What follows belongs to an exercise in optimizing a design on an open flow for small area, a short achievable clock period and few clock cycles; a production flow would make more cautious choices. At most, simulation tests tie the RTL to the original design; equivalence was not proved. Function not checked in run 1: the RTL went through the layout flow alone.

## flow/design.v (module list and top-level ports; edited modules follow where they fit)
// module frame_sequencer: 56 lines
// module systolic_tap: 9 lines
// module tap_chain: 1210 lines
// module output_framer: 51 lines
// module fir_top: 45 lines
module fir_top (
    input  logic      clk,
    input  logic      rst,
    input  logic      in_valid,
    output logic      in_ready,
    input  logic [32:0] in_beat,     
    output logic      out_valid,
    output logic [64:0] out_beat     
);
  // ...
==> flow/run.sh <==
#!/bin/bash
# synth_recipe.tcl (not shown) runs the flow's synth.tcl, then flattens the netlist and writes it again
# the make line also repeats each setting of config.mk as NAME=value (left out here)
make -C /OpenROAD-flow-scripts/flow DESIGN_CONFIG=/design/flow/config.mk WORK_HOME=/design/flow/orfs CLKGATE_MAP_FILE= SYNTH_SCRIPT=/design/flow/synth_recipe.tcl finish
==> flow/config.mk <==
export PLATFORM = sky130hd
export DESIGN_NAME = fir_top
export DESIGN_NICKNAME = fir_top
export VERILOG_FILES = /design/flow/design.v
export SDC_FILE = /design/flow/constraint.sdc
export NUM_CORES = 4
export LEC_CHECK = 0
export CAP_MARGIN = 20
export CORE_MARGIN = 2
export CORE_UTILIZATION = 40
export SETUP_SLACK_MARGIN = 0.3
export SLEW_MARGIN = 20
==> flow/constraint.sdc <==
create_clock -name core_clock -period 10.0 [get_ports {clk}]
set_input_delay 2.0000 -clock core_clock [delete_from_list [all_inputs] [get_ports {clk}]]
set_output_delay 2.0000 -clock core_clock [all_outputs]
set_load 0.01 [all_outputs]
==> results by group, run 1 <==
Run status
  • Status: no timing/DRC/antenna violations

Die
  • Initial Utilization: about two fifths
  • # IOs: 103
  • Die X: 288 um

Place
  • Dpl hpwl: 65,900 um
  • Placed Cells: 3,904

Setup path
  • CP cell instances: inv_1, fa_1, inv_1, fa_1, inv_1, fa_1, inv_1, fa_1, fa_1, inv_1, fa_1
  • CP max FO: 5
  • Biggest cell delay along the critical path: 0.59 ns
  • Buf/Inv on CP: 5
  • Startpoint of the worst setup timing path: u_tap_chain.pre_re_q[40]

Logic synthesis
  • Top-area cell type share of the netlist area: 32.2%
  • Syn Nets: approximately 3,500
  • Async set-reset flop share out of synthesis: 0%

STA
  • Hold WS: 0.410 ns
  • RSZ-0062 raised after global routing: no

Final layout
  • Multi-input combinational area share: approximately 49%
  • # fillers: 7,290
  • Commonest cells after routing, fill and taps aside: 745 x inv_1, 520 x fa_1, 292 x dfxtp_1
  • Design area: 36,500 um^2
  • Max-area cell class: multi-input gates
  • FF+latch area: 11,600 um^2
  • Share of cells above drive strength 1: 4.75%
  • Register with the most flip-flops: u_frame_sequencer.hist
  • Biggest registers after layout: u_frame_sequencer.hist x192, u_tap_chain.pre_im_q x51, u_tap_chain.pre_re_q x51

Clocking
  • Clock root cell: clkbuf_16
  • H-Tree Depth: 2
  • CTS sink count: 485

Drt
  • Vias per Instance: 4.76
  • Met1 wire length: 36,400 um
  • First-pass DRT Iterations: 6
  • Wire length on met3: 5380 um
  • Met2 Wirelength: roughly 36,000 um

Flow run
  • Maxcap violations: 0
==> module frame_sequencer, before the edit <==
module frame_sequencer (
    input  logic             clk,
    input  logic             rst,
    input  logic             in_valid,
    output logic             in_ready,
    input  logic [32:0]      in_beat,      
    output logic [31:0]      x0,           
    output logic [6:1][31:0] hist,         
    output logic             push_valid,   
    output logic             push_last     
);
    logic [2:0] flush_cnt;    
    logic       quiet;        
    logic       accept;
    logic       advance;
    logic       moved;        
    assign in_ready = (flush_cnt == 3'd0);
    assign accept   = in_valid && in_ready;
    assign advance  = accept || (flush_cnt != 3'd0);
    always_ff @(posedge clk) begin
        if (rst) begin
            flush_cnt <= 3'd1;
            quiet     <= 1'b1;
        end else if (flush_cnt != 3'd0) begin
            if (flush_cnt == 3'd6) begin
                flush_cnt <= 3'd0;
                quiet     <= 1'b0;
            end else begin
                flush_cnt <= flush_cnt + 3'd1;
            end
        end else if (accept && in_beat[0]) begin
            flush_cnt <= 3'd1;
        end
    end
    always_ff @(posedge clk) begin
        if (rst) begin
            push_valid <= 1'b0;
            push_last  <= 1'b0;
        end else begin
            push_valid <= advance && !quiet;
            push_last  <= (flush_cnt == 3'd6) && !quiet;
        end
    end
    always_ff @(posedge clk) begin
        x0    <= in_ready ? in_beat[32:1] : 32'd0;
        moved <= advance;
    end
    always_ff @(posedge clk) begin
        if (moved) begin
            hist[1] <= x0;
            for (int k = 2; k < 7; k++) begin
                hist[k] <= hist[k-1];
            end
        end
    end
endmodule
==> module fir_top, before the edit <==
module fir_top (
    input  logic      clk,
    input  logic      rst,
    input  logic      in_valid,
    output logic      in_ready,
    input  logic [32:0] in_beat,     
    output logic      out_valid,
    output logic [64:0] out_beat     
);
    localparam int ROWS = 2;
    logic [31:0]           x0;
    logic [6:1][31:0]      hist;
    logic                  push_valid;
    logic                  push_last;
    logic [ROWS-1:0][24:0] re_rows, im_rows;
    frame_sequencer u_frame_sequencer (
        .clk        (clk),
        .rst        (rst),
        .in_valid   (in_valid),
        .in_ready   (in_ready),
        .in_beat    (in_beat),
        .x0         (x0),
        .hist       (hist),
        .push_valid (push_valid),
        .push_last  (push_last)
    );
    tap_chain u_tap_chain (
        .clk     (clk),
        .x0      (x0),
        .hist    (hist),
        .center  (hist[4]),
        .re_rows (re_rows),
        .im_rows (im_rows)
    );
    output_framer #(.ROWS(ROWS)) u_output_framer (
        .clk        (clk),
        .rst        (rst),
        .push_valid (push_valid),
        .push_last  (push_last),
        .re_rows    (re_rows),
        .im_rows    (im_rows),
        .out_valid  (out_valid),
        .out_beat   (out_beat)
    );
endmodule
==> run 2: changes to the inputs <==
--- a/flow/design.v
+++ b/flow/design.v
@@ -34,32 +34,34 @@
     output logic             push_valid,   
     output logic             push_last     
 );
     logic [2:0] flush_cnt;    
     logic       quiet;        
     logic       accept;
     logic       advance;
     logic       moved;        
-    assign in_ready = (flush_cnt == 3'd0);
     assign accept   = in_valid && in_ready;
-    assign advance  = accept || (flush_cnt != 3'd0);
+    assign advance  = accept || !in_ready;
     always_ff @(posedge clk) begin
         if (rst) begin
             flush_cnt <= 3'd1;
+            in_ready  <= 1'b0;
             quiet     <= 1'b1;
-        end else if (flush_cnt != 3'd0) begin
+        end else if (!in_ready) begin
             if (flush_cnt == 3'd6) begin
                 flush_cnt <= 3'd0;
+                in_ready  <= 1'b1;
                 quiet     <= 1'b0;
             end else begin
                 flush_cnt <= flush_cnt + 3'd1;
             end
         end else if (accept && in_beat[0]) begin
             flush_cnt <= 3'd1;
+            in_ready  <= 1'b0;
         end
     end
     always_ff @(posedge clk) begin
         if (rst) begin
             push_valid <= 1'b0;
             push_last  <= 1'b0;
         end else begin
             push_valid <= advance && !quiet;
@@ -90,18 +92,18 @@
     assign sum_im = {a[15], a[15:0]}  + {b[15], b[15:0]};
 endmodule
 `timescale 1ns/1ns
 module tap_chain (
     input  logic                clk,
     input  logic [31:0]         x0,       
     input  logic [6:1][31:0]    hist,     
     input  logic [31:0]         center,   
-    output logic [1:0][24:0] re_rows,
-    output logic [1:0][24:0] im_rows
+    output logic [2:0][24:0] re_rows,
+    output logic [2:0][24:0] im_rows
 );
     logic [2:0][16:0] pre_re, pre_im;
     logic [2:0][16:0] pre_re_q, pre_im_q;
     systolic_tap u_pre0 (.a(x0),      .b(hist[6]), .sum_re(pre_re[0]), .sum_im(pre_im[0]));
     systolic_tap u_pre1 (.a(hist[1]), .b(hist[5]), .sum_re(pre_re[1]), .sum_im(pre_im[1]));
     systolic_tap u_pre2 (.a(hist[2]), .b(hist[4]), .sum_re(pre_re[2]), .sum_im(pre_im[2]));
     always_ff @(posedge clk) begin
         pre_re_q <= pre_re;
@@ -612,60 +614,16 @@
     wire tr_s246 = tr_s222 ^ tr_c220 ^ tr_c221;
     wire tr_c246 = (tr_s222 & tr_c220) | (tr_s222 & tr_c221) | (tr_c220 & tr_c221);
     wire tr_s247 = tr_s224 ^ tr_c222 ^ tr_c223;
     wire tr_c247 = (tr_s224 & tr_c222) | (tr_s224 & tr_c223) | (tr_c222 & tr_c223);
     wire tr_s248 = tr_s226 ^ tr_c224 ^ tr_c225;
     wire tr_c248 = (tr_s226 & tr_c224) | (tr_s226 & tr_c225) | (tr_c224 & tr_c225);
     wire tr_s249 = ar2[16] ^ tr_c186 ^ tr_c226;
     wire tr_c249 = (ar2[16] & tr_c186) | (ar2[16] & tr_c226) | (tr_c186 & tr_c226);
-    wire tr_s250 = ai2[1] ^ tr_s228;
-    wire tr_c250 = ai2[1] & tr_s228;
-    wire tr_s251 = tr_c228 ^ tr_s132 ^ tr_s229;
-    wire tr_c251 = (tr_c228 & tr_s132) | (tr_c228 & tr_s229) | (tr_s132 & tr_s229);
-    wire tr_s252 = tr_c229 ^ tr_s191 ^ tr_s230;
-    wire tr_c252 = (tr_c229 & tr_s191) | (tr_c229 & tr_s230) | (tr_s191 & tr_s230);
-    wire tr_s253 = tr_s193 ^ tr_c230 ^ tr_s231;
-    wire tr_c253 = (tr_s193 & tr_c230) | (tr_s193 & tr_s231) | (tr_c230 & tr_s231);
-    wire tr_s254 = tr_c231 ^ tr_s195 ^ tr_s232;
-    wire tr_c254 = (tr_c231 & tr_s195) | (tr_c231 & tr_s232) | (tr_s195 & tr_s232);
-    wire tr_s255 = tr_c232 ^ tr_s197 ^ tr_s233;
-    wire tr_c255 = (tr_c232 & tr_s197) | (tr_c232 & tr_s233) | (tr_s197 & tr_s233);
-    wire tr_s256 = tr_s199 ^ tr_c233 ^ tr_s234;
-    wire tr_c256 = (tr_s199 & tr_c233) | (tr_s199 & tr_s234) | (tr_c233 & tr_s234);
-    wire tr_s257 = tr_s201 ^ tr_c234 ^ tr_s235;
-    wire tr_c257 = (tr_s201 & tr_c234) | (tr_s201 & tr_s235) | (tr_c234 & tr_s235);
-    wire tr_s258 = tr_s203 ^ tr_c235 ^ tr_s236;
-    wire tr_c258 = (tr_s203 & tr_c235) | (tr_s203 & tr_s236) | (tr_c235 & tr_s236);
-    wire tr_s259 = tr_s205 ^ tr_c236 ^ tr_s237;
-    wire tr_c259 = (tr_s205 & tr_c236) | (tr_s205 & tr_s237) | (tr_c236 & tr_s237);
-    wire tr_s260 = tr_s207 ^ tr_c237 ^ tr_s238;
-    wire tr_c260 = (tr_s207 & tr_c237) | (tr_s207 & tr_s238) | (tr_c237 & tr_s238);
-    wire tr_s261 = tr_s209 ^ tr_c238 ^ tr_s239;
-    wire tr_c261 = (tr_s209 & tr_c238) | (tr_s209 & tr_s239) | (tr_c238 & tr_s239);
-    wire tr_s262 = tr_s211 ^ tr_c239 ^ tr_s240;
-    wire tr_c262 = (tr_s211 & tr_c239) | (tr_s211 & tr_s240) | (tr_c239 & tr_s240);
-    wire tr_s263 = tr_s213 ^ tr_c240 ^ tr_s241;
-    wire tr_c263 = (tr_s213 & tr_c240) | (tr_s213 & tr_s241) | (tr_c240 & tr_s241);
-    wire tr_s264 = tr_s215 ^ tr_c241 ^ tr_s242;
-    wire tr_c264 = (tr_s215 & tr_c241) | (tr_s215 & tr_s242) | (tr_c241 & tr_s242);
-    wire tr_s265 = tr_s217 ^ tr_c242 ^ tr_s243;
-    wire tr_c265 = (tr_s217 & tr_c242) | (tr_s217 & tr_s243) | (tr_c242 & tr_s243);
-    wire tr_s266 = tr_s219 ^ tr_c243 ^ tr_s244;
-    wire tr_c266 = (tr_s219 & tr_c243) | (tr_s219 & tr_s244) | (tr_c243 & tr_s244);
-    wire tr_s267 = tr_s221 ^ tr_c244 ^ tr_s245;
-    wire tr_c267 = (tr_s221 & tr_c244) | (tr_s221 & tr_s245) | (tr_c244 & tr_s245);
-    wire tr_s268 = tr_s223 ^ tr_c245 ^ tr_s246;
-    wire tr_c268 = (tr_s223 & tr_c245) | (tr_s223 & tr_s246) | (tr_c245 & tr_s246);
-    wire tr_s269 = tr_s225 ^ tr_c246 ^ tr_s247;
-    wire tr_c269 = (tr_s225 & tr_c246) | (tr_s225 & tr_s247) | (tr_c246 & tr_s247);
-    wire tr_s270 = tr_s227 ^ tr_c247 ^ tr_s248;
-    wire tr_c270 = (tr_s227 & tr_c247) | (tr_s227 & tr_s248) | (tr_c247 & tr_s248);
-    wire tr_s271 = tr_s249 ^ tr_c227 ^ tr_c248;
-    wire tr_c271 = (tr_s249 & tr_c227) | (tr_s249 & tr_c248) | (tr_c227 & tr_c248);
     wire ti_s0 = 1'b1 ^ ~ai0[1] ^ ~ar0[4];
     wire ti_c0 = (1'b1 & ~ai0[1]) | (1'b1 & ~ar0[4]) | (~ai0[1] & ~ar0[4]);
     wire ti_s1 = 1'b1 ^ ~ai0[2] ^ ~ar0[5];
     wire ti_c1 = (1'b1 & ~ai0[2]) | (1'b1 & ~ar0[5]) | (~ai0[2] & ~ar0[5]);
     wire ti_s2 = ~ar0[0] ^ ai1[4] ^ ai1[3];
     wire ti_c2 = (~ar0[0] & ai1[4]) | (~ar0[0] & ai1[3]) | (ai1[4] & ai1[3]);
     wire ti_s3 = ai1[1] ^ ar1[4] ^ ar1[3];
     wire ti_c3 = (ai1[1] & ar1[4]) | (ai1[1] & ar1[3]) | (ar1[4] & ar1[3]);
@@ -1150,160 +1108,166 @@
     wire ti_s243 = ti_s219 ^ ti_c217 ^ ti_c218;
     wire ti_c243 = (ti_s219 & ti_c217) | (ti_s219 & ti_c218) | (ti_c217 & ti_c218);
     wire ti_s244 = ti_c219 ^ ti_s221 ^ ti_c220;
     wire ti_c244 = (ti_c219 & ti_s221) | (ti_c219 & ti_c220) | (ti_s221 & ti_c220);
     wire ti_s245 = ti_s223 ^ ti_c221 ^ ti_s224;
     wire ti_c245 = (ti_s223 & ti_c221) | (ti_s223 & ti_s224) | (ti_c221 & ti_s224);
     wire ti_s246 = ai2[16] ^ ti_c183 ^ ti_c223;
     wire ti_c246 = (ai2[16] & ti_c183) | (ai2[16] & ti_c223) | (ti_c183 & ti_c223);
-    wire ti_s247 = ~ar2[1] ^ ti_s225;
-    wire ti_c247 = ~ar2[1] & ti_s225;
-    wire ti_s248 = ti_c225 ^ ti_s129 ^ ti_s226;
-    wire ti_c248 = (ti_c225 & ti_s129) | (ti_c225 & ti_s226) | (ti_s129 & ti_s226);
-    wire ti_s249 = ti_c226 ^ ti_s188 ^ ti_s227;
-    wire ti_c249 = (ti_c226 & ti_s188) | (ti_c226 & ti_s227) | (ti_s188 & ti_s227);
-    wire ti_s250 = ti_c227 ^ ti_s228 ^ ti_s190;
-    wire ti_c250 = (ti_c227 & ti_s228) | (ti_c227 & ti_s190) | (ti_s228 & ti_s190);
-    wire ti_s251 = ti_c228 ^ ti_s192 ^ ti_s229;
-    wire ti_c251 = (ti_c228 & ti_s192) | (ti_c228 & ti_s229) | (ti_s192 & ti_s229);
-    wire ti_s252 = ti_c229 ^ ti_s194 ^ ti_s230;
-    wire ti_c252 = (ti_c229 & ti_s194) | (ti_c229 & ti_s230) | (ti_s194 & ti_s230);
-    wire ti_s253 = ti_s196 ^ ti_c230 ^ ti_s231;
-    wire ti_c253 = (ti_s196 & ti_c230) | (ti_s196 & ti_s231) | (ti_c230 & ti_s231);
-    wire ti_s254 = ti_s198 ^ ti_c231 ^ ti_s232;
-    wire ti_c254 = (ti_s198 & ti_c231) | (ti_s198 & ti_s232) | (ti_c231 & ti_s232);
-    wire ti_s255 = ti_s200 ^ ti_c232 ^ ti_s233;
-    wire ti_c255 = (ti_s200 & ti_c232) | (ti_s200 & ti_s233) | (ti_c232 & ti_s233);
-    wire ti_s256 = ti_s202 ^ ti_c233 ^ ti_s234;
-    wire ti_c256 = (ti_s202 & ti_c233) | (ti_s202 & ti_s234) | (ti_c233 & ti_s234);
-    wire ti_s257 = ti_s204 ^ ti_c234 ^ ti_s235;
-    wire ti_c257 = (ti_s204 & ti_c234) | (ti_s204 & ti_s235) | (ti_c234 & ti_s235);
-    wire ti_s258 = ti_s206 ^ ti_c235 ^ ti_s236;
-    wire ti_c258 = (ti_s206 & ti_c235) | (ti_s206 & ti_s236) | (ti_c235 & ti_s236);
-    wire ti_s259 = ti_s208 ^ ti_c236 ^ ti_s237;
-    wire ti_c259 = (ti_s208 & ti_c236) | (ti_s208 & ti_s237) | (ti_c236 & ti_s237);
-    wire ti_s260 = ti_s210 ^ ti_c237 ^ ti_s238;
-    wire ti_c260 = (ti_s210 & ti_c237) | (ti_s210 & ti_s238) | (ti_c237 & ti_s238);
-    wire ti_s261 = ti_s212 ^ ti_c238 ^ ti_s239;
-    wire ti_c261 = (ti_s212 & ti_c238) | (ti_s212 & ti_s239) | (ti_c238 & ti_s239);
-    wire ti_s262 = ti_s214 ^ ti_c239 ^ ti_s240;
-    wire ti_c262 = (ti_s214 & ti_c239) | (ti_s214 & ti_s240) | (ti_c239 & ti_s240);
-    wire ti_s263 = ti_s216 ^ ti_c240 ^ ti_s241;
-    wire ti_c263 = (ti_s216 & ti_c240) | (ti_s216 & ti_s241) | (ti_c240 & ti_s241);
-    wire ti_s264 = ti_s218 ^ ti_c241 ^ ti_s242;
-    wire ti_c264 = (ti_s218 & ti_c241) | (ti_s218 & ti_s242) | (ti_c241 & ti_s242);
-    wire ti_s265 = ti_s220 ^ ti_c242 ^ ti_s243;
-    wire ti_c265 = (ti_s220 & ti_c242) | (ti_s220 & ti_s243) | (ti_c242 & ti_s243);
-    wire ti_s266 = ti_s222 ^ ti_c243 ^ ti_s244;
-    wire ti_c266 = (ti_s222 & ti_c243) | (ti_s222 & ti_s244) | (ti_c243 & ti_s244);
-    wire ti_s267 = ti_s245 ^ ti_c222 ^ ti_c244;
-    wire ti_c267 = (ti_s245 & ti_c222) | (ti_s245 & ti_c244) | (ti_c222 & ti_c244);
-    wire ti_s268 = ti_s246 ^ ti_c224 ^ ti_c245;
-    wire ti_c268 = (ti_s246 & ti_c224) | (ti_s246 & ti_c245) | (ti_c224 & ti_c245);
     assign re_rows[0][0] = ai0[0];
     assign re_rows[1][0] = ai2[0];
-    assign re_rows[0][1] = tr_s250;
-    assign re_rows[1][1] = tr_s187;
-    assign re_rows[0][2] = tr_c250;
-    assign re_rows[1][2] = tr_s251;
-    assign re_rows[0][3] = tr_c251;
-    assign re_rows[1][3] = tr_s252;
-    assign re_rows[0][4] = tr_c252;
-    assign re_rows[1][4] = tr_s253;
-    assign re_rows[0][5] = tr_c253;
-    assign re_rows[1][5] = tr_s254;
-    assign re_rows[0][6] = tr_c254;
-    assign re_rows[1][6] = tr_s255;
-    assign re_rows[0][7] = tr_c255;
-    assign re_rows[1][7] = tr_s256;
-    assign re_rows[0][8] = tr_c256;
-    assign re_rows[1][8] = tr_s257;
-    assign re_rows[0][9] = tr_c257;
-    assign re_rows[1][9] = tr_s258;
-    assign re_rows[0][10] = tr_c258;
-    assign re_rows[1][10] = tr_s259;
-    assign re_rows[0][11] = tr_c259;
-    assign re_rows[1][11] = tr_s260;
-    assign re_rows[0][12] = tr_c260;
-    assign re_rows[1][12] = tr_s261;
-    assign re_rows[0][13] = tr_c261;
-    assign re_rows[1][13] = tr_s262;
-    assign re_rows[0][14] = tr_c262;
-    assign re_rows[1][14] = tr_s263;
-    assign re_rows[0][15] = tr_c263;
-    assign re_rows[1][15] = tr_s264;
-    assign re_rows[0][16] = tr_c264;
-    assign re_rows[1][16] = tr_s265;
-    assign re_rows[0][17] = tr_c265;
-    assign re_rows[1][17] = tr_s266;
-    assign re_rows[0][18] = tr_c266;
-    assign re_rows[1][18] = tr_s267;
-    assign re_rows[0][19] = tr_c267;
-    assign re_rows[1][19] = tr_s268;
-    assign re_rows[0][20] = tr_c268;
-    assign re_rows[1][20] = tr_s269;
-    assign re_rows[0][21] = tr_c269;
-    assign re_rows[1][21] = tr_s270;
-    assign re_rows[0][22] = tr_c270;
-    assign re_rows[1][22] = tr_s271;
-    assign re_rows[0][23] = tr_c271;
-    assign re_rows[1][23] = tr_c249;
+    assign re_rows[2][0] = 1'b0;
+    assign re_rows[0][1] = tr_s228;
+    assign re_rows[1][1] = ai2[1];
+    assign re_rows[2][1] = tr_s187;
+    assign re_rows[0][2] = tr_c228;
+    assign re_rows[1][2] = tr_s229;
+    assign re_rows[2][2] = tr_s132;
+    assign re_rows[0][3] = tr_c229;
+    assign re_rows[1][3] = tr_s230;
+    assign re_rows[2][3] = tr_s191;
+    assign re_rows[0][4] = tr_c230;
+    assign re_rows[1][4] = tr_s231;
+    assign re_rows[2][4] = tr_s193;
+    assign re_rows[0][5] = tr_c231;
+    assign re_rows[1][5] = tr_s232;
+    assign re_rows[2][5] = tr_s195;
+    assign re_rows[0][6] = tr_c232;
+    assign re_rows[1][6] = tr_s233;
+    assign re_rows[2][6] = tr_s197;
+    assign re_rows[0][7] = tr_c233;
+    assign re_rows[1][7] = tr_s234;
+    assign re_rows[2][7] = tr_s199;
+    assign re_rows[0][8] = tr_c234;
+    assign re_rows[1][8] = tr_s235;
+    assign re_rows[2][8] = tr_s201;
+    assign re_rows[0][9] = tr_c235;
+    assign re_rows[1][9] = tr_s236;
+    assign re_rows[2][9] = tr_s203;
+    assign re_rows[0][10] = tr_c236;
+    assign re_rows[1][10] = tr_s237;
+    assign re_rows[2][10] = tr_s205;
+    assign re_rows[0][11] = tr_c237;
+    assign re_rows[1][11] = tr_s238;
+    assign re_rows[2][11] = tr_s207;
+    assign re_rows[0][12] = tr_c238;
+    assign re_rows[1][12] = tr_s239;
+    assign re_rows[2][12] = tr_s209;
+    assign re_rows[0][13] = tr_c239;
+    assign re_rows[1][13] = tr_s240;
+    assign re_rows[2][13] = tr_s211;
+    assign re_rows[0][14] = tr_c240;
+    assign re_rows[1][14] = tr_s241;
+    assign re_rows[2][14] = tr_s213;
+    assign re_rows[0][15] = tr_c241;
+    assign re_rows[1][15] = tr_s242;
+    assign re_rows[2][15] = tr_s215;
+    assign re_rows[0][16] = tr_c242;
+    assign re_rows[1][16] = tr_s243;
+    assign re_rows[2][16] = tr_s217;
+    assign re_rows[0][17] = tr_c243;
+    assign re_rows[1][17] = tr_s244;
+    assign re_rows[2][17] = tr_s219;
+    assign re_rows[0][18] = tr_c244;
+    assign re_rows[1][18] = tr_s245;
+    assign re_rows[2][18] = tr_s221;
+    assign re_rows[0][19] = tr_c245;
+    assign re_rows[1][19] = tr_s246;
+    assign re_rows[2][19] = tr_s223;
+    assign re_rows[0][20] = tr_c246;
+    assign re_rows[1][20] = tr_s247;
+    assign re_rows[2][20] = tr_s225;
+    assign re_rows[0][21] = tr_c247;
+    assign re_rows[1][21] = tr_s248;
+    assign re_rows[2][21] = tr_s227;
+    assign re_rows[0][22] = tr_c248;
+    assign re_rows[1][22] = tr_s249;
+    assign re_rows[2][22] = tr_c227;
+    assign re_rows[0][23] = tr_c249;
+    assign re_rows[1][23] = 1'b0;
+    assign re_rows[2][23] = 1'b0;
     assign re_rows[0][24] = 1'b1;
     assign re_rows[1][24] = 1'b0;
+    assign re_rows[2][24] = 1'b0;
     assign im_rows[0][0] = ~ar0[0];
     assign im_rows[1][0] = ~ar2[0];
-    assign im_rows[0][1] = ti_s247;
-    assign im_rows[1][1] = ti_s184;
-    assign im_rows[0][2] = ti_c247;
-    assign im_rows[1][2] = ti_s248;
-    assign im_rows[0][3] = ti_c248;
-    assign im_rows[1][3] = ti_s249;
-    assign im_rows[0][4] = ti_c249;
-    assign im_rows[1][4] = ti_s250;
-    assign im_rows[0][5] = ti_c250;
-    assign im_rows[1][5] = ti_s251;
-    assign im_rows[0][6] = ti_c251;
-    assign im_rows[1][6] = ti_s252;
-    assign im_rows[0][7] = ti_c252;
-    assign im_rows[1][7] = ti_s253;
-    assign im_rows[0][8] = ti_c253;
-    assign im_rows[1][8] = ti_s254;
-    assign im_rows[0][9] = ti_c254;
-    assign im_rows[1][9] = ti_s255;
-    assign im_rows[0][10] = ti_c255;
-    assign im_rows[1][10] = ti_s256;
-    assign im_rows[0][11] = ti_c256;
-    assign im_rows[1][11] = ti_s257;
-    assign im_rows[0][12] = ti_c257;
-    assign im_rows[1][12] = ti_s258;
-    assign im_rows[0][13] = ti_c258;
-    assign im_rows[1][13] = ti_s259;
-    assign im_rows[0][14] = ti_c259;
-    assign im_rows[1][14] = ti_s260;
-    assign im_rows[0][15] = ti_c260;
-    assign im_rows[1][15] = ti_s261;
-    assign im_rows[0][16] = ti_c261;
-    assign im_rows[1][16] = ti_s262;
-    assign im_rows[0][17] = ti_c262;
-    assign im_rows[1][17] = ti_s263;
-    assign im_rows[0][18] = ti_c263;
-    assign im_rows[1][18] = ti_s264;
-    assign im_rows[0][19] = ti_c264;
-    assign im_rows[1][19] = ti_s265;
-    assign im_rows[0][20] = ti_c265;
-    assign im_rows[1][20] = ti_s266;
-    assign im_rows[0][21] = ti_c266;
-    assign im_rows[1][21] = ti_s267;
-    assign im_rows[0][22] = ti_c267;
-    assign im_rows[1][22] = ti_s268;
-    assign im_rows[0][23] = ti_c268;
-    assign im_rows[1][23] = ti_c246;
+    assign im_rows[2][0] = 1'b0;
+    assign im_rows[0][1] = ti_s225;
+    assign im_rows[1][1] = ~ar2[1];
+    assign im_rows[2][1] = ti_s184;
+    assign im_rows[0][2] = ti_c225;
+    assign im_rows[1][2] = ti_s226;
+    assign im_rows[2][2] = ti_s129;
+    assign im_rows[0][3] = ti_c226;
+    assign im_rows[1][3] = ti_s227;
+    assign im_rows[2][3] = ti_s188;
+    assign im_rows[0][4] = ti_c227;
+    assign im_rows[1][4] = ti_s228;
+    assign im_rows[2][4] = ti_s190;
+    assign im_rows[0][5] = ti_c228;
+    assign im_rows[1][5] = ti_s229;
+    assign im_rows[2][5] = ti_s192;
+    assign im_rows[0][6] = ti_c229;
+    assign im_rows[1][6] = ti_s230;
+    assign im_rows[2][6] = ti_s194;
+    assign im_rows[0][7] = ti_c230;
+    assign im_rows[1][7] = ti_s231;
+    assign im_rows[2][7] = ti_s196;
+    assign im_rows[0][8] = ti_c231;
+    assign im_rows[1][8] = ti_s232;
+    assign im_rows[2][8] = ti_s198;
+    assign im_rows[0][9] = ti_c232;
+    assign im_rows[1][9] = ti_s233;
+    assign im_rows[2][9] = ti_s200;
+    assign im_rows[0][10] = ti_c233;
+    assign im_rows[1][10] = ti_s234;
+    assign im_rows[2][10] = ti_s202;
+    assign im_rows[0][11] = ti_c234;
+    assign im_rows[1][11] = ti_s235;
+    assign im_rows[2][11] = ti_s204;
+    assign im_rows[0][12] = ti_c235;
+    assign im_rows[1][12] = ti_s236;
+    assign im_rows[2][12] = ti_s206;
+    assign im_rows[0][13] = ti_c236;
+    assign im_rows[1][13] = ti_s237;
+    assign im_rows[2][13] = ti_s208;
+    assign im_rows[0][14] = ti_c237;
+    assign im_rows[1][14] = ti_s238;
+    assign im_rows[2][14] = ti_s210;
+    assign im_rows[0][15] = ti_c238;
+    assign im_rows[1][15] = ti_s239;
+    assign im_rows[2][15] = ti_s212;
+    assign im_rows[0][16] = ti_c239;
+    assign im_rows[1][16] = ti_s240;
+    assign im_rows[2][16] = ti_s214;
+    assign im_rows[0][17] = ti_c240;
+    assign im_rows[1][17] = ti_s241;
+    assign im_rows[2][17] = ti_s216;
+    assign im_rows[0][18] = ti_c241;
+    assign im_rows[1][18] = ti_s242;
+    assign im_rows[2][18] = ti_s218;
+    assign im_rows[0][19] = ti_c242;
+    assign im_rows[1][19] = ti_s243;
+    assign im_rows[2][19] = ti_s220;
+    assign im_rows[0][20] = ti_c243;
+    assign im_rows[1][20] = ti_s244;
+    assign im_rows[2][20] = ti_s222;
+    assign im_rows[0][21] = ti_c244;
+    assign im_rows[1][21] = ti_s245;
+    assign im_rows[2][21] = ti_c222;
+    assign im_rows[0][22] = ti_c245;
+    assign im_rows[1][22] = ti_s246;
+    assign im_rows[2][22] = ti_c224;
+    assign im_rows[0][23] = ti_c246;
+    assign im_rows[1][23] = 1'b0;
+    assign im_rows[2][23] = 1'b0;
     assign im_rows[0][24] = 1'b1;
     assign im_rows[1][24] = 1'b0;
+    assign im_rows[2][24] = 1'b0;
 endmodule
 `timescale 1ns/1ns
 module output_framer #(
     parameter int ROWS = 2
 ) (
     input  logic                    clk,
     input  logic                    rst,
     input  logic                    push_valid,
@@ -1357,17 +1321,17 @@
     input  logic      clk,
     input  logic      rst,
     input  logic      in_valid,
     output logic      in_ready,
     input  logic [32:0] in_beat,     
     output logic      out_valid,
     output logic [64:0] out_beat     
 );
-    localparam int ROWS = 2;
+    localparam int ROWS = 3;
     logic [31:0]           x0;
     logic [6:1][31:0]      hist;
     logic                  push_valid;
     logic                  push_last;
     logic [ROWS-1:0][24:0] re_rows, im_rows;
     frame_sequencer u_frame_sequencer (
         .clk        (clk),
         .rst        (rst),
==> flow/config.mk (replaced) <==
export PLATFORM = sky130hd
export DESIGN_NAME = fir_top
export DESIGN_NICKNAME = fir_top
export VERILOG_FILES = /design/flow/design.v
export SDC_FILE = /design/flow/constraint.sdc
export NUM_CORES = 4
export LEC_CHECK = 0
export CAP_MARGIN = 20
export CORE_MARGIN = 2
export CORE_UTILIZATION = 40
export CTS_BUF_LIST = sky130_fd_sc_hd__clkbuf_4 sky130_fd_sc_hd__clkbuf_8
export CTS_CLUSTER_SIZE = 30
export SETUP_SLACK_MARGIN = 0.3
export SLEW_MARGIN = 20
==> results by group, run 2 <==
Run status
  • Status: no timing/DRC/antenna violations (unchanged)

Final layout
  • Share of cells above drive strength 1: 6.33% (was 4.75%)
  • Commonest cells after routing, fill and taps aside: 682 x inv_1, 522 x fa_1, 335 x dfxtp_1 (was 745 x inv_1, 520 x fa_1, 292 x dfxtp_1)
  • Commonest non-fill, non-tap cell in the layout: inv_1 (unchanged)
  • # nets final: 3,511 (was 3,629)
  • Max reg flops: 192 (unchanged)
  • # fillers: 7,364 (was 7,290)
  • Layout area overhead: 13.5% (was 12.9%)
  • Register with the most flip-flops: u_frame_sequencer.hist (unchanged)
  • Biggest registers after layout: u_frame_sequencer.hist x192, u_output_framer.im_rows_q x69, u_output_framer.re_rows_q x69 (was u_frame_sequencer.hist x192, u_tap_chain.pre_im_q x51, u_tap_chain.pre_re_q x51)

STA
  • Hold WS: 0.408 ns (was 0.410 ns)
  • Worst Skew: 0.0370 ns (was 0.0274 ns)
  • Fmax: 0.268 GHz (was 0.245 GHz)
  • Rel. slew slack: 31.2% (was 32.0%)
  • Final count of pins violating max slew: 0 (unchanged)
  • Final hold violations: 0 (unchanged)
  • TNS Setup: 0 ns (unchanged)
  • Crit path time final: 3.74 ns (was 4.07 ns)
  • Final Cycle Share: 37.4% (was 40.7%)
  • Worst slew pin tran: 1.03 ns (was 1.02 ns)
  • Setup violations, final: 0 (unchanged)
  • RSZ-0062 raised after global routing: no (unchanged)

Drt
  • Post-DRT Antenna Nets: 0 (unchanged)
  • Via count: 18,600 (was 19,100)
  • Final WL: 81,600 um (was 79,600 um)
  • First-pass DRT Iterations: 5 (was 6)
  • Initial DRC count: 1,384 (was 1,502)
  • Vias per Instance: 4.74 (was 4.76)
  • DR WL/cell: 20.8 um (was 19.9 um)
  • DRC Markers: 0 (unchanged)

Global route
  • Largest net degree at the start of global routing: 74 (was 78)
  • Vias in the first global route: 20,800 (was 20,700)
  • Met2 Usage GRT: 32.0% (was 31.7%)
  • Busiest grt layer: met2 (unchanged)
  • Met3 Resource Use GR: 3.57% (was 3.92%)
  • GRT Util Overall: 20.2% (was 19.7%)
  • GRT overflow: 0 (unchanged)
  • Met1 usage: 28.6% (was 27.6%)
  • Initial antenna violation count: 2 (was 0)
  • Wire length of the first global-routing pass: 123,000 um (was 122,000 um)

Logic synthesis
  • Register area share after synthesis: 38.8% (was 36.0%)
  • Distinct cells, synth: 60 (was 76)
  • Mapped cell area: 32,200 um^2 (was 32,300 um^2)
  • Post-synth EDFFs: 192 (unchanged)
  • Synth Register Bits: 528 (was 485)
  • YS warnings: 3 (unchanged)
  • Post-synthesis adder-cell area fraction: 39.1% (was 38.9%)
  • Async set-reset flop share out of synthesis: 0% (unchanged)
  • Mean post-synth cell area: 12.3 um^2 (was 11.7 um^2)
  • Post-synth top cells: 682 x inv_1, 522 x fa_1, 336 x dfxtp_1, 192 x edfxtp_1, 170 x ha_1 (was 745 x inv_1, 520 x fa_1, 293 x dfxtp_1, 192 x edfxtp_1, 172 x ha_1)
  • Largest family of logic cells by synthesized area: adder cells (unchanged)
  • Top-area cell type share of the netlist area: 32.5% (was 32.2%)
  • Post-Synth Simple-Gate Area: 3.88% (was 5.43%)
  • Most used flip-flop cell after synthesis: dfxtp_1 (unchanged)
  • Largest area contributor in the netlist: fa_1 (unchanged)
  • Syn Nets: 3,339 (was 3,498)
  • Syn Inst Count: 2,611 (was 2,770)
  • Top-count cell post-synth: inv_1 (unchanged)
  • Top cells by area, synth: fa_1 32%, dfxtp_1 21%, edfxtp_1 18% (was fa_1 32%, dfxtp_1 18%, edfxtp_1 18%)
  • Post-synthesis xor/xnor area fraction: 3.10% (was 2.57%)
  • Compound-Gate Fraction of Synth Area: 6.70% (was 7.72%)
  • Mux cell area share after synthesis: 0.0350% (was 0.190%)

Setup path
  • Worst reg2reg setup slack: 6.26 ns (was 5.93 ns)
  • CP Launch Type: flop (unchanged)
  • CP cell instances: fa_1, ha_1, fa_1, a21o_1, a21oi_1, o21ai_0, a41oi_1, a21oi_1, a311oi_1, o21ai_1, xor2_1 (was inv_1, fa_1, inv_1, fa_1, inv_1, fa_1, inv_1, fa_1, fa_1, inv_1, fa_1)
  • Slowest cell on the critical path: a41oi_1 (was dfxtp_1)
  • Crit path depth: 11 (unchanged)
  • Startpoint of the worst setup timing path: u_output_framer.im_rows_q[1] (was u_tap_chain.pre_re_q[40])
  • Reg2reg path depth: 11 (unchanged)
  • CP Class: reg2reg (unchanged)
  • Critical R2R Launch: u_output_framer.im_rows_q[1] (was u_tap_chain.pre_re_q[40])
  • Biggest cell delay along the critical path: 0.52 ns (was 0.59 ns)
  • Worst setup EP type: flop (unchanged)
  • Buf/Inv on CP: 0 (was 5)
  • Family with the most delay on the worst path: compound AO/OA/AOI/OAI gates (was adder cells)
  • RR Endpoint: u_output_framer.im_q[21] (was u_output_framer.re_rows_q[38])
  • Critical Path Sink: u_output_framer.im_q[21] (was u_output_framer.re_rows_q[38])
  • Critical path arrival: 4.31 ns (was 4.58 ns)
  • Required time of the critical path: 10.57 ns (was 10.50 ns)
  • CP max FO: 5 (unchanged)

Clocking
  • CTS hold repair buffers: 0 (unchanged)
  • Longest Clk Path Bufs: 3 (unchanged)
  • H-Tree Depth: 3 (was 2)
  • Clock root cell: clkbuf_8 (was clkbuf_16)
  • Num CTS Buffers: 90 (was 55)
  • Post-CTS sizing: 0 (unchanged)
  • Post-CTS Setup Inserts: 0 (unchanged)
  • Clock slew at reported path FFs: 0.07 ns (about the same)
  • CTS sink count: 528 (was 485)
  • Clock latency on the worst-skew pair: 0.71 ns (was 0.64 ns)
  • CTS tree: built (unchanged)

Die
  • DIE AREA: 82,800 um^2 (was 83,100 um^2)
  • Num rows: 104 (unchanged)
  • Die H: 288 um (about the same)
  • Initial Utilization: 40.2% (was 40.3%)
  • Die X: 288 um (about the same)
  • Core box area: 80,200 um^2 (was 80,300 um^2)
  • # IOs: 103 (unchanged)

Place
  • Dpl hpwl: 67,200 um (was 65,900 um)
  • Routability-driven placement congestion ratio: 0.924 (was 0.932)
  • Port bufs: 102 (unchanged)

Hold path
  • Hold Crit Class: reg2reg (unchanged)

Flow run
  • Maxcap violations: 0 (unchanged)
run 2: cell count changes after synthesis, moves of 11 or more:
cell / previous run / this run
a21oi_1: 104 / 87
dfxtp_1: 293 / 336
nand2_1: 71 / 36
nor3_1: 29 / 12
nor2_1: 92 / 58
xnor2_1: 68 / 87
inv_1: 745 / 682
o21ai_0: 59 / 70
o21ai_1: 13 / 2
a21o_1: 41 / 52
run 2: logic make-up (layout without fill, tap and decap cells):
logic type	Yosys count	count (layout)
adders and majority gates	692	692
buffers and inverters	708	957
and+or+nand+nor	238	238
AOI/OAI and AO/OA	330	330
muxes	1	1
other	0	3
DFF	528	528
xor gates and xnor gates	114	114
run 2: routing by layer:
metal  up-vias  routed length, um  part of all wire, %
li1       8464                  -                    -
met1      9494              37800                   46
met2       510              37100                   46
met3       113               5020                  6.2
met4         2               1650                  2.0
met5         -                  7               0.0086
run 2: worst register-to-register path, cell delays in order (launching register included):
cell and delay, ns:
dfxtp_1 0.32, fa_1 0.48, ha_1 0.24, fa_1 0.42
a21o_1 0.18, a21oi_1 0.27, o21ai_0 0.18, a41oi_1 0.52
a21oi_1 0.29, a311oi_1 0.46, o21ai_1 0.13, xor2_1 0.15
run 2: worst min-delay path by stage:
stage	from	endpoint	slack, ns	depth (start not counted)
finish	u_frame_sequencer.hist[76]	u_frame_sequencer.hist[108]	0.41	0
global route	u_frame_sequencer.hist[76]	u_frame_sequencer.hist[108]	0.41	0
CTS	u_frame_sequencer.hist[76]	u_frame_sequencer.hist[108]	0.40	0
detailed placement	u_frame_sequencer.hist[94]	u_frame_sequencer.hist[126]	0.41	0
global placement	u_frame_sequencer.hist[93]	u_frame_sequencer.hist[125]	0.40	0
floorplan	u_tap_chain.pre_im_q[0]	u_output_framer.re_rows_q[0]	0.33	0
run 2: final cells by class:
type                            instances  area (um^2)  area share [%]
Tap cell                             1060         1330            3.63
Clock inverter                         35          442            1.21
Inverter                              682         2560            7.00
Multi-Input combinational cell       1375        17000            46.5
Timing Repair Buffer                  106         1050            2.88
Sequential cell                       528        12500            34.2
Clock buffer                          134         1670            4.57
Antenna cell                            3         7.51          0.0205
run 2: stage by stage:
stage	area, um^2	setup slack (ns)	instances	utilization (%)
2_1_floorplan	32200	4.95	2611	-
3_3_place_gp	34400	6.34	3751	43.0
3_5_place_dp	34400	6.28	3751	43.0
4_1_cts	36500	6.16	3920	45.6
5_1_grt	36500	6.03	3923	45.6
6_report	36500	6.26	3923	45.6
Testbench counts of run 2, summed over its fixed seeds: cycles 5,205.
==> run 3: changes to the inputs <==
--- a/flow/config.mk
+++ b/flow/config.mk
@@ -8,7 +8,5 @@
 export CAP_MARGIN = 20
 export CORE_MARGIN = 2
 export CORE_UTILIZATION = 40
-export CTS_BUF_LIST = sky130_fd_sc_hd__clkbuf_4 sky130_fd_sc_hd__clkbuf_8
-export CTS_CLUSTER_SIZE = 30
 export SETUP_SLACK_MARGIN = 0.3
 export SLEW_MARGIN = 20
==> results by group, run 3 <==
Setup path
  • CP max FO: 6 (was 5)
  • CP cell instances: fa_1, ha_1, fa_1, a211oi_2, nor2_1, o311a_1, o21ai_2, a21oi_2, a221o_1, a2111oi_2, nor4_1 (was fa_1, ha_1, fa_1, a21o_1, a21oi_1, o21ai_0, a41oi_1, a21oi_1, a311oi_1, o21ai_1, xor2_1)
  • Buf/Inv on CP: 0 (unchanged)
  • CP Launch Type: flop (unchanged)
  • Worst setup EP type: flop (unchanged)
  • Biggest cell delay along the critical path: 0.48 ns (was 0.52 ns)
  • CP Class: reg2reg (unchanged)
  • Critical path arrival: 4.25 ns (was 4.31 ns)
  • Slowest cell on the critical path: fa_1 (was a41oi_1)
  • Family with the most delay on the worst path: compound AO/OA/AOI/OAI gates (unchanged)
  • Required time of the critical path: 10.49 ns (was 10.57 ns)
  • CP dominant cell by count: fa_1
  • Worst reg2reg setup slack: 6.24 ns (was 6.26 ns)

Run status
  • Status: no timing/DRC/antenna violations (unchanged)

Die
  • # IOs: 103 (unchanged)
  • Die X: 288 um (unchanged)
  • Num rows: 104 (unchanged)
  • DIE AREA: 82,800 um^2 (unchanged)
  • Die H: 288 um (unchanged)
  • Core box area: 80,200 um^2 (unchanged)
  • Initial Utilization: 40.2% (unchanged)

Global route
  • Initial antenna violation count: 1 (was 2)
  • GRT overflow: 0 (unchanged)
  • Wire length of the first global-routing pass: 122,000 um (was 123,000 um)
  • Vias in the first global route: 20,600 (was 20,800)
  • Largest net degree at the start of global routing: 74 (unchanged)
  • GRT Util Overall: 19.9% (was 20.2%)

Clocking
  • CTS hold repair buffers: 0 (unchanged)
  • Clock latency on the worst-skew pair: 0.64 ns (was 0.71 ns)
  • CTS sink count: 528 (unchanged)
  • Post-CTS Setup Inserts: 0 (unchanged)
  • Longest Clk Path Bufs: 3 (unchanged)
  • Clock slew at reported path FFs: 0.07 ns (about the same)
  • H-Tree Depth: 2 (was 3)
  • Clock root cell: clkbuf_16 (was clkbuf_8)
  • Post-CTS sizing: 0 (unchanged)
  • Num CTS Buffers: 58 (was 90)
  • CTS tree: built (unchanged)

Final layout
  • ANT cells: 0 (was 3)
  • Commonest non-fill, non-tap cell in the layout: inv_1 (unchanged)
  • # nets final: 3,479 (was 3,511)
  • Max reg flops: 192 (unchanged)
  • Share of cells above drive strength 1: 4.32% (was 6.33%)
  • Biggest registers after layout: u_frame_sequencer.hist x192, u_output_framer.im_rows_q x69, u_output_framer.re_rows_q x69 (unchanged)
  • Register with the most flip-flops: u_frame_sequencer.hist (unchanged)
  • Commonest cells after routing, fill and taps aside: 682 x inv_1, 522 x fa_1, 335 x dfxtp_1 (unchanged)
  • Layout area overhead: 13.7% (was 13.5%)
  • Design area: 36,600 um^2 (was 36,500 um^2)
  • FF+latch area: 12,500 um^2 (unchanged)
  • # fillers: 7,334 (was 7,364)
  • Footprint of the multi-input gates: 17,000 um^2 (unchanged)

Drt
  • DRC Markers: 0 (unchanged)
  • Met2 Wirelength: 37,000 um (was 37,100 um)
  • Vias per Instance: 4.78 (was 4.74)
  • Final WL: 80,600 um (was 81,600 um)
  • DR WL/cell: 20.9 um (was 20.8 um)
  • Via count: 18,500 (was 18,600)
  • Highest routed layer: met4 (was met5)
  • Post-DRT Antenna Nets: 0 (unchanged)
  • Initial DRC count: 1,506 (was 1,384)
  • First-pass DRT Iterations: 5 (unchanged)
  • Met1 wire length: 37,700 um (was 37,800 um)
  • Wire length on met3: 4400 um (was 5020 um)

Logic synthesis
  • Most used flip-flop cell after synthesis: dfxtp_1 (unchanged)
  • Register area share after synthesis: 38.8% (unchanged)
  • Post-synth EDFFs: 192 (unchanged)
  • Post-synth top cells: 682 x inv_1, 522 x fa_1, 336 x dfxtp_1, 192 x edfxtp_1, 170 x ha_1 (unchanged)
  • Top-area cell type share of the netlist area: 32.5% (unchanged)
  • Top-count cell post-synth: inv_1 (unchanged)
  • Top cells by area, synth: fa_1 32%, dfxtp_1 21%, edfxtp_1 18% (unchanged)
  • Largest area contributor in the netlist: fa_1 (unchanged)
  • Syn Nets: 3,339 (unchanged)
  • Distinct cells, synth: 60 (unchanged)
  • Synth Register Bits: 528 (unchanged)
  • Mapped cell area: 32,200 um^2 (unchanged)
  • YS warnings: 3 (unchanged)
  • Syn Inst Count: 2,611 (unchanged)
  • Async set-reset flop share out of synthesis: 0% (unchanged)
  • Mean post-synth cell area: 12.3 um^2 (unchanged)

STA
  • Final count of pins violating max slew: 0 (unchanged)
  • Final hold violations: 0 (unchanged)
  • Worst Skew: 0.0332 ns (was 0.0370 ns)
  • RSZ-0062 raised after global routing: no (unchanged)
  • Fmax: 0.266 GHz (was 0.268 GHz)
  • Worst slew pin tran: 1.03 ns (about the same)
  • Rel. slew slack: 31.2% (about the same)
  • Crit path time final: 3.76 ns (was 3.74 ns)
  • Final Cycle Share: 37.6% (was 37.4%)
  • Setup violations, final: 0 (unchanged)
  • PnR worst setup slack: 6.24 ns (was 6.26 ns)
  • TNS Setup: 0 ns (unchanged)

Place
  • Dpl hpwl: 67,200 um (unchanged)
  • Place WS: 6.28 ns (unchanged)
  • DP Area: 34,400 um^2 (unchanged)
  • Routability-driven placement congestion ratio: 0.924 (unchanged)
  • Port bufs: 102 (unchanged)

Hold path
  • Hold Crit Class: reg2reg (unchanged)

Flow run
  • Maxcap violations: 0 (unchanged)
==> run 3: area by class of cell <==
class,instances,share of cell area (%)
inverters,682,6.99
repair buffers,106,2.87
flip-flops and latches,528,34.1
multi-input cells,1375,46.4
clock buffers,74,4.55
clock inverters,35,1.38
well taps,1060,3.62
==> run 3: worst paths after layout <==
| path | endpoint | cells after the start | from |
|---|---|---|---|
| worst min register to register | u_frame_sequencer.hist[102] | 0 | u_frame_sequencer.hist[70] |
| worst max-delay path | u_output_framer.re_q[17] | 11 | u_output_framer.re_rows_q[1] |
| worst min-delay path | u_frame_sequencer.hist[102] | 0 | u_frame_sequencer.hist[70] |
| worst max register to register | u_output_framer.re_q[17] | 11 | u_output_framer.re_rows_q[1] |
==> run 3: metal layers <==
metal / vias to the layer above / global-route usage (%)
met5: - / 0
met4: 0 / 4.37
met3: 95 / 2.85
met2: 487 / 32.0
met1: 9513 / 28.8
li1: 8368 / -
==> run 3: cell families after synthesis <==
| logic type | after synthesis | synth area share [%] |
|---|---|---|
| XOR/XNOR | 114 | 3.10 |
| AND/OR/NAND/NOR | 238 | 3.88 |
| multiplexers | 1 | 0.0350 |
| flip-flops | 528 | 38.8 |
| adder cells (fa/ha/maj) | 692 | 39.1 |
| buffers and inverters | 708 | 8.43 |
| AO/OA/AOI/OAI | 330 | 6.70 |
==> run 3: metrics by stage <==
stage / util, % / cells / hold slack [ns]
final: 45.7 / 3860 / 0.409
after global routing: 45.7 / 3860 / 0.424
after CTS: 45.7 / 3860 / 0.414
after detailed placement: 43.0 / 3751 / 0.405
after global placement: 43.0 / 3751 / 0.400
after floorplan: - / 2611 / 0.331
==> module systolic_tap, before the edit <==
module systolic_tap (
    input  logic [31:0] a,           
    input  logic [31:0] b,           
    output logic [16:0] sum_re,
    output logic [16:0] sum_im
);
    assign sum_re = {a[31], a[31:16]} + {b[31], b[31:16]};
    assign sum_im = {a[15], a[15:0]}  + {b[15], b[15:0]};
endmodule
==> run 4: changes to the inputs <==
--- a/flow/design.v
+++ b/flow/design.v
@@ -88,8 +88,72 @@
     output logic [16:0] sum_re,
     output logic [16:0] sum_im
 );
-    assign sum_re = {a[31], a[31:16]} + {b[31], b[31:16]};
-    assign sum_im = {a[15], a[15:0]}  + {b[15], b[15:0]};
+    preadd17 u_re (.a({a[31], a[31:16]}), .b({b[31], b[31:16]}), .y(sum_re));
+    preadd17 u_im (.a({a[15], a[15:0]}),  .b({b[15], b[15:0]}),  .y(sum_im));
+endmodule
+module preadd17 (
+    input  logic [16:0] a,
+    input  logic [16:0] b,
+    output logic [16:0] y
+);
+    logic [16:0] g0, p0;
+    assign g0 = a & b;
+    assign p0 = a ^ b;
+    wire gg0 = g0[1] | (p0[1] & g0[0]);
+    wire gg1 = g0[3] | (p0[3] & g0[2]);
+    wire pp1 = p0[3] & p0[2];
+    wire gg2 = g0[5] | (p0[5] & g0[4]);
+    wire pp2 = p0[5] & p0[4];
+    wire gg3 = g0[7] | (p0[7] & g0[6]);
+    wire pp3 = p0[7] & p0[6];
+    wire gg4 = g0[9] | (p0[9] & g0[8]);
+    wire pp4 = p0[9] & p0[8];
+    wire gg5 = g0[11] | (p0[11] & g0[10]);
+    wire pp5 = p0[11] & p0[10];
+    wire gg6 = g0[13] | (p0[13] & g0[12]);
+    wire pp6 = p0[13] & p0[12];
+    wire gg7 = g0[15] | (p0[15] & g0[14]);
+    wire pp7 = p0[15] & p0[14];
+    wire gg8 = gg1 | (pp1 & gg0);
+    wire gg9 = gg3 | (pp3 & gg2);
+    wire pp9 = pp3 & pp2;
+    wire gg10 = gg5 | (pp5 & gg4);
+    wire pp10 = pp5 & pp4;
+    wire gg11 = gg7 | (pp7 & gg6);
+    wire pp11 = pp7 & pp6;
+    wire gg12 = gg9 | (pp9 & gg8);
+    wire gg13 = gg11 | (pp11 & gg10);
+    wire pp13 = pp11 & pp10;
+    wire gg14 = gg13 | (pp13 & gg12);
+    wire gg15 = gg10 | (pp10 & gg12);
+    wire gg16 = gg2 | (pp2 & gg8);
+    wire gg17 = gg4 | (pp4 & gg12);
+    wire gg18 = gg6 | (pp6 & gg15);
+    wire gg19 = g0[2] | (p0[2] & gg0);
+    wire gg20 = g0[4] | (p0[4] & gg8);
+    wire gg21 = g0[6] | (p0[6] & gg16);
+    wire gg22 = g0[8] | (p0[8] & gg12);
+    wire gg23 = g0[10] | (p0[10] & gg17);
+    wire gg24 = g0[12] | (p0[12] & gg15);
+    wire gg25 = g0[14] | (p0[14] & gg18);
+    wire gg26 = g0[16] | (p0[16] & gg14);
+    assign y[0] = p0[0];
+    assign y[1] = p0[1] ^ g0[0];
+    assign y[2] = p0[2] ^ gg0;
+    assign y[3] = p0[3] ^ gg19;
+    assign y[4] = p0[4] ^ gg8;
+    assign y[5] = p0[5] ^ gg20;
+    assign y[6] = p0[6] ^ gg16;
+    assign y[7] = p0[7] ^ gg21;
+    assign y[8] = p0[8] ^ gg12;
+    assign y[9] = p0[9] ^ gg22;
+    assign y[10] = p0[10] ^ gg17;
+    assign y[11] = p0[11] ^ gg23;
+    assign y[12] = p0[12] ^ gg15;
+    assign y[13] = p0[13] ^ gg24;
+    assign y[14] = p0[14] ^ gg18;
+    assign y[15] = p0[15] ^ gg25;
+    assign y[16] = p0[16] ^ gg14;
 endmodule
 `timescale 1ns/1ns
 module tap_chain (
==> results by group, run 4 <==
Final layout
  • Register with the most flip-flops: u_frame_sequencer.hist (unchanged)
  • Max reg flops: 192 (unchanged)
  • Footprint of the multi-input gates: 16,600 um^2 (was 17,000 um^2)
  • Biggest registers after layout: u_frame_sequencer.hist x192, u_output_framer.im_rows_q x69, u_output_framer.re_rows_q x69 (unchanged)
  • Commonest cells after routing, fill and taps aside: 719 x inv_1, 564 x fa_1, 335 x dfxtp_1 (was 682 x inv_1, 522 x fa_1, 335 x dfxtp_1)
  • Commonest non-fill, non-tap cell in the layout: inv_1 (unchanged)
  • # fillers: 7,066 (was 7,334)
  • ANT cells: 0 (unchanged)
  • Design area: 36,100 um^2 (was 36,600 um^2)
  • # nets final: 3,412 (was 3,479)
  • FF+latch area: 12,500 um^2 (unchanged)
  • Layout area overhead: 12.9% (was 13.7%)
  • Share of cells above drive strength 1: 4.53% (was 4.32%)

Logic synthesis
  • YS warnings: 3 (unchanged)
  • Syn Inst Count: 2,507 (was 2,611)
  • Post-Synth Simple-Gate Area: 3.26% (was 3.88%)
  • Post-synthesis adder-cell area fraction: 41.8% (was 39.1%)
  • Mapped cell area: 31,900 um^2 (was 32,200 um^2)
  • Largest area contributor in the netlist: fa_1 (unchanged)
  • Largest family of logic cells by synthesized area: adder cells (unchanged)
  • Mux cell area share after synthesis: 0% (was 0.0350%)
  • Async set-reset flop share out of synthesis: 0% (unchanged)
  • Post-synthesis xor/xnor area fraction: 2.22% (was 3.10%)
  • Most used flip-flop cell after synthesis: dfxtp_1 (unchanged)
  • Register area share after synthesis: 39.1% (was 38.8%)
  • Compound-Gate Fraction of Synth Area: 4.68% (was 6.70%)
  • Top-count cell post-synth: inv_1 (unchanged)
  • Top cells by area, synth: fa_1 35%, dfxtp_1 21%, edfxtp_1 18% (was fa_1 32%, dfxtp_1 21%, edfxtp_1 18%)
  • Post-synth top cells: 719 x inv_1, 564 x fa_1, 336 x dfxtp_1, 192 x edfxtp_1, 164 x ha_1 (was 682 x inv_1, 522 x fa_1, 336 x dfxtp_1, 192 x edfxtp_1, 170 x ha_1)
  • Mean post-synth cell area: 12.7 um^2 (was 12.3 um^2)
  • Syn Nets: 3,271 (was 3,339)
  • Distinct cells, synth: 58 (was 60)
  • Post-synth EDFFs: 192 (unchanged)
  • Top-area cell type share of the netlist area: 35.4% (was 32.5%)
  • Synth Register Bits: 528 (unchanged)

STA
  • Final hold violations: 0 (unchanged)
  • Worst slew pin tran: 1.09 ns (was 1.03 ns)
  • Final Cycle Share: 37.0% (was 37.6%)
  • Worst Skew: 0.0241 ns (was 0.0332 ns)
  • Crit path time final: 3.70 ns (was 3.76 ns)
  • Setup violations, final: 0 (unchanged)
  • TNS Setup: 0 ns (unchanged)
  • Fmax: 0.270 GHz (was 0.266 GHz)
  • RSZ-0062 raised after global routing: no (unchanged)
  • Final count of pins violating max slew: 0 (unchanged)
  • Rel. slew slack: 27.4% (was 31.2%)

Clocking
  • Clock latency on the worst-skew pair: 0.63 ns (was 0.64 ns)
  • Longest Clk Path Bufs: 3 (unchanged)
  • Num CTS Buffers: 57 (was 58)
  • CTS tree: built (unchanged)
  • Clock root cell: clkbuf_16 (unchanged)
  • Clock slew at reported path FFs: 0.06 ns (was 0.07 ns)
  • Post-CTS Setup Inserts: 0 (unchanged)
  • Post-CTS sizing: 0 (unchanged)
  • CTS hold repair buffers: 0 (unchanged)
  • CTS sink count: 528 (unchanged)
  • H-Tree Depth: 2 (unchanged)

Die
  • Initial Utilization: 40.4% (was 40.2%)
  • Num rows: 103 (was 104)
  • Die H: 286 um (was 288 um)
  • DIE AREA: 82,100 um^2 (was 82,800 um^2)
  • Core box area: 79,000 um^2 (was 80,200 um^2)
  • # IOs: 103 (unchanged)
  • Die X: 286 um (was 288 um)

Run status
  • Status: no timing/DRC/antenna violations (unchanged)

Place
  • DP Area: 34,100 um^2 (was 34,400 um^2)
  • Routability-driven placement congestion ratio: 0.915 (was 0.924)
  • Port bufs: 102 (unchanged)
  • Dpl hpwl: 67,300 um (was 67,200 um)

Drt
  • Via count: 17,400 (was 18,500)
  • DRC Markers: 0 (unchanged)
  • Vias per Instance: 4.64 (was 4.78)
  • DR WL/cell: 21.4 um (was 20.9 um)
  • Met2 Wirelength: 35,000 um (was 37,000 um)
  • Post-DRT Antenna Nets: 0 (unchanged)
  • Final WL: 80,200 um (was 80,600 um)
  • Met1 wire length: 38,100 um (was 37,700 um)
  • First-pass DRT Iterations: 5 (unchanged)
  • Wire length on met3: 5510 um (was 4400 um)
  • Highest routed layer: met5 (was met4)
  • Initial DRC count: 1,166 (was 1,506)

Setup path
  • CP max FO: 5 (was 6)
  • Worst setup EP type: flop (unchanged)
  • CP Launch Type: flop (unchanged)
  • CP Class: reg2reg (unchanged)
  • Critical path arrival: 4.20 ns (was 4.25 ns)
  • Required time of the critical path: 10.49 ns (about the same)

Global route
  • Wire length of the first global-routing pass: 120,000 um (was 122,000 um)
  • Largest net degree at the start of global routing: 85 (was 74)
  • Initial antenna violation count: 1 (unchanged)
  • GRT overflow: 0 (unchanged)
  • Vias in the first global route: 19,400 (was 20,600)
  • GRT Util Overall: 20.1% (was 19.9%)

Flow run
  • Maxcap violations: 0 (unchanged)

Hold path
  • Hold Crit Class: reg2reg (unchanged)
-- run 4: area by class of cell --
class	count	area share, %
clock buffers	78	4.56
clock inverters	29	0.739
inverters	720	7.50
multi-input cells	1236	46.0
flip-flops and latches	528	34.7
well taps	1050	3.64
repair buffers	105	2.89
-- run 4: metal layers --
metal  GRT usage [%]  vias up
met5               0        -
met4            4.28        2
met3            4.75       89
met2            30.3      464
met1            29.5     8978
li1                -     7865
-- run 4: worst max-delay path: stages (launching register included) --
cell	delay [ns]
dfxtp_1	0.71
inv_1	0.27
fa_1	0.64
inv_1	0.08
fa_1	0.48
inv_1	0.05
fa_1	0.47
inv_1	0.05
fa_1	0.35
inv_1	0.08
fa_1	0.41
-- run 4: cells by family (layout without fill, tap and decap cells) --
group           after synthesis  after routing
compound gates              231            231
xor+xnor                     81             81
fa+ha+maj                   728            728
buf+inv                     743            932
flops                       528            528
simple gates                196            196
-- run 4: through the flow --
stage / worst slack, ns / std cells / util, % / hold slack, ns
6_report: 6.30 / 3746 / 45.6 / 0.385
5_1_grt: 6.16 / 3746 / 45.6 / 0.396
4_1_cts: 6.22 / 3746 / 45.6 / 0.386
3_5_place_dp: 6.27 / 3639 / 43.2 / 0.376
3_3_place_gp: 6.31 / 3639 / 43.2 / 0.379
2_1_floorplan: 4.95 / 2507 / - / 0.331
-- run 4: worst paths after layout --
check / start / to / slack [ns] / cells after the start
hold / removal: u_tap_chain.pre_im_q[0] / u_output_framer.re_rows_q[0] / 0.38 / 0
hold reg to reg: u_tap_chain.pre_im_q[0] / u_output_framer.re_rows_q[0] / 0.38 / 0
setup reg to reg: u_tap_chain.pre_re_q[43] / u_output_framer.re_rows_q[36] / 6.30 / 10
setup / recovery: u_tap_chain.pre_re_q[43] / u_output_framer.re_rows_q[36] / 6.30 / 10

what the ideal ports hide:
The flow's constraints put no driver on any port. The routed layouts listed below were extracted and timed again, unchanged, in two steps.
Step 1, drivers: a clkbuf_16 drives clk and a buf_2 each remaining input, both assumed.
Step 2 adds t to the input delays and takes it off the output delays; t is the mean of the earliest and latest rising clock arrival at the registers after step 1. Input paths then give back, and output paths get back, about the clock's delay inside the block.
Three values: ideal, step 1, step 2; two values: the first two.
run	shift t [ns]	setup WS [ns]	clock arrival spread, ns
run 1	0.691	5.926 / 5.911 / 5.926	0.029 / 0.029
run 2	0.758	6.263 / 6.206 / 6.263	0.037 / 0.037
run 3	0.687	6.240 / 6.240 / 6.240	0.034 / 0.034
run 4	0.677	6.295 / 6.254 / 6.295	0.025 / 0.024
After both steps every run listed still meets setup and hold.
